This is an optimization exercise on Yosys and OpenROAD, whose aim is small area, a short achievable clock period and few clock cycles, not a production implementation.
RTL that was checked went through simulation tests only; none was proved equivalent to the original.
Power figures rest on the tool's default switching activity, not on a simulated workload.

Setup of north:
// software_timer_expiry_scan
module software_timer_expiry_scan #(
	parameter int NUM_TIMERS = 32
) (
	input  wire logic         clk,
	input  wire logic         arst_n,
	input  wire logic         push,
	output      logic         full,
	input  wire logic [1:0]   mode,
	input  wire logic [4:0]   timer_id,
	input  wire logic [15:0]  deadline,
	input  wire logic [7:0]   payload,
	output      logic         empty,
	input  wire logic         pop,
	output      logic [4:0]   fired_timer,
	output      logic [7:0]   fired_payload,
	output      logic         last
);
Size: ~3200 cells after synthesis, ~1000 flip-flops, about 51 I/O pins, about 44000 µm² of cells after synthesis.
export LEC_CHECK = 0
export ABC_CLOCK_PERIOD_IN_PS = 2600
export CAP_MARGIN = 20
export CORE_MARGIN = 2
export CORE_UTILIZATION = 40
export CTS_CLUSTER_DIAMETER = 80
export CTS_CLUSTER_SIZE = 24
export SETUP_SLACK_MARGIN = 3.4
export SLEW_MARGIN = 20
export TNS_END_PERCENT = 20
create_clock -name core_clock -period 6.0 [get_ports {clk}]
standard.sh (not shown) runs the stock make flow with config.mk's settings and CLKGATE_MAP_FILE= SYNTH_SCRIPT=/design/flow/synth_recipe.tcl, a recipe that flattens the netlist after the stock synthesis.
==> flow/flow/run.sh <==
#!/bin/bash
# Layout flow: the standard flow (standard synthesis, ORFS place, CTS,
# route) with two changes: the port buffers are plain buf_4 cells instead of
# ORFS's default pick (a slow delay cell), and CTS inserts no dummy loads.
# Each tool's output goes to standard.log in this folder (and ORFS's own logs
# under orfs/logs).
set -o pipefail
export BUFFER_PORTS_ARGS="-buffer_cell sky130_fd_sc_hd__buf_4"
export CTS_ARGS="-sink_clustering_enable -repair_clock_nets -sink_clustering_size 24 -sink_clustering_max_diameter 80 -dont_use_dummy_load"
bash standard.sh > standard.log 2>&1
Input changes introduced in south (baseline for comparison: north):
-- flow/design.v --
<<< north, line 17
	output      logic         cmd_wait,
	input  wire logic [NUM_TIMERS-1:0] busy_nx,
	output      logic [NUM_TIMERS-1:0] dl_we,
	output      logic [15:0]  dl_wdata,
	output      logic         cmd_due,
	input  wire logic [15:0]  nxt,
>>> south, line 17
	output      logic         cmd_wait,
	input  wire logic [NUM_TIMERS-1:0] busy_nx,
	output      logic [15:0]  cmd_deadline,
	output      logic         cmd_due,
	input  wire logic [15:0]  nxt,
<<< north, line 48
	assign ld_lt   = (ld_dl < nxt);
	assign ld_eq   = (ld_dl == nxt);
	assign dl_wdata = ld_dl;
	assign dl_we    = (hd_load && (sk_v || acc) && ((sk_v ? sk_op : mode) == 2'd1)) ? ld_sel : '0;
	always_ff @(posedge clk) begin
		if (hd_load) begin
			cmd_op       <= sk_v ? sk_op : mode;
			cmd_sel      <= ld_sel;
			cmd_due      <= nxt_inc ? (ld_lt || ld_eq) : (ld_lt || (nxt == 16'd0));
			cmd_payload  <= sk_v ? sk_pl : payload;
>>> south, line 47
	assign ld_lt   = (ld_dl < nxt);
	assign ld_eq   = (ld_dl == nxt);
	always_ff @(posedge clk) begin
		if (hd_load) begin
			cmd_op       <= sk_v ? sk_op : mode;
			cmd_sel      <= ld_sel;
			cmd_deadline <= ld_dl;
			cmd_due      <= nxt_inc ? (ld_lt || ld_eq) : (ld_lt || (nxt == 16'd0));
			cmd_payload  <= sk_v ? sk_pl : payload;
<<< north, line 127
	input  wire logic         cmd_wait,
	output      logic [NUM_TIMERS-1:0] busy_nx,
	input  wire logic [NUM_TIMERS-1:0] dl_we,
	input  wire logic [15:0]  dl_wdata,
	input  wire logic         cmd_due,
	output      logic [15:0]  nxt,
>>> south, line 125
	input  wire logic         cmd_wait,
	output      logic [NUM_TIMERS-1:0] busy_nx,
	input  wire logic [15:0]  cmd_deadline,
	input  wire logic         cmd_due,
	output      logic [15:0]  nxt,
<<< north, line 229
	always_ff @(posedge clk) begin
		for (int i = 0; i < NUM_TIMERS; i++) begin
			if (dl_we[i]) begin
				dl_mem[i] <= dl_wdata;
			end
			if (we[i]) begin
				pl_mem[i] <= cmd_payload;
				match_q[i] <= cmd_due;
>>> south, line 226
	always_ff @(posedge clk) begin
		for (int i = 0; i < NUM_TIMERS; i++) begin
			if (we[i]) begin
				dl_mem[i] <= cmd_deadline;
				pl_mem[i] <= cmd_payload;
				match_q[i] <= cmd_due;
<<< north, line 307
	logic        cmd_wait;
	logic [NUM_TIMERS-1:0] busy_nx;
	logic [NUM_TIMERS-1:0] dl_we;
	logic [15:0] dl_wdata;
	logic        cmd_due;
	logic [15:0] nxt;
>>> south, line 302
	logic        cmd_wait;
	logic [NUM_TIMERS-1:0] busy_nx;
	logic [15:0] cmd_deadline;
	logic        cmd_due;
	logic [15:0] nxt;
<<< north, line 337
		.cmd_wait     (cmd_wait),
		.busy_nx      (busy_nx),
		.dl_we        (dl_we),
		.dl_wdata     (dl_wdata),
		.cmd_due      (cmd_due),
		.nxt          (nxt),
>>> south, line 331
		.cmd_wait     (cmd_wait),
		.busy_nx      (busy_nx),
		.cmd_deadline (cmd_deadline),
		.cmd_due      (cmd_due),
		.nxt          (nxt),
<<< north, line 354
		.cmd_wait     (cmd_wait),
		.busy_nx      (busy_nx),
		.dl_we        (dl_we),
		.dl_wdata     (dl_wdata),
		.cmd_due      (cmd_due),
		.nxt          (nxt),
>>> south, line 347
		.cmd_wait     (cmd_wait),
		.busy_nx      (busy_nx),
		.cmd_deadline (cmd_deadline),
		.cmd_due      (cmd_due),
		.nxt          (nxt),
Every stage of the flow completed for north, and the final layout passed the timing, design-rule and antenna checks. Per the final summary, south finished and its layout is clean on timing, DRC and antenna. The part of the cycle the worst path needs number comes out lower for south vs north. Relative to north, the wire length per cell measured on south has decreased slightly. Compared with north, south shows minimum clock period after layout lower by 0.44 ns. The flip-flop and latch count after synthesis of south exceeds that of north by 16. Power is lower on south. north -> south: adder-cell area share of the yosys netlist flat. Summary of south over north: violation count after the first detailed-route iteration now smaller, layout overhead on the synthesized area now smaller, final area now smaller. Between south and north, the sequential portion of the cell area is lower for north. Sort south and north by clock skew desc -> top: north. Going from north to south, the number of buffers and inverters on the critical path was found to have gone down by 2. Maximum number of pins on one net before global-route repair: south vs north up 4.3%. On first-pass iteration count of the detailed router, the lower figure sits with south, not north.
Testbench counts of south, summed over its fixed seeds: cycles 16,436.
The RTL of north was laid out without a check of its function.

[re-timing with driven ports]
How much do the figures lean on ideal ports? The routed layouts below were timed once more, with nothing changed but the port constraints.
Step 1 sets driving cells, clkbuf_16 on the clock port and buf_2 on the other inputs (assumed; they add their load-dependent delay and slew).
Step 2 adds t to the input delays and takes it off the output delays; t is the mean of the earliest and latest rising clock arrival at the registers after step 1. Input paths then give back, and output paths get back, about the clock's delay inside the block.
a / b / c = ideal ports / drivers / drivers and shift; a / b = the first two.
run	t, ns	setup WS [ns]	pins driven straight from the clock port
north	0.711	2.936 / 2.963 / 2.263	1
south	0.710	3.374 / 3.327 / 2.745	1
After both steps setup and hold are still met in every run listed. The setup slack of north, which loses most, moves by +0.027 ns with the drivers and by -0.673 ns with both steps.
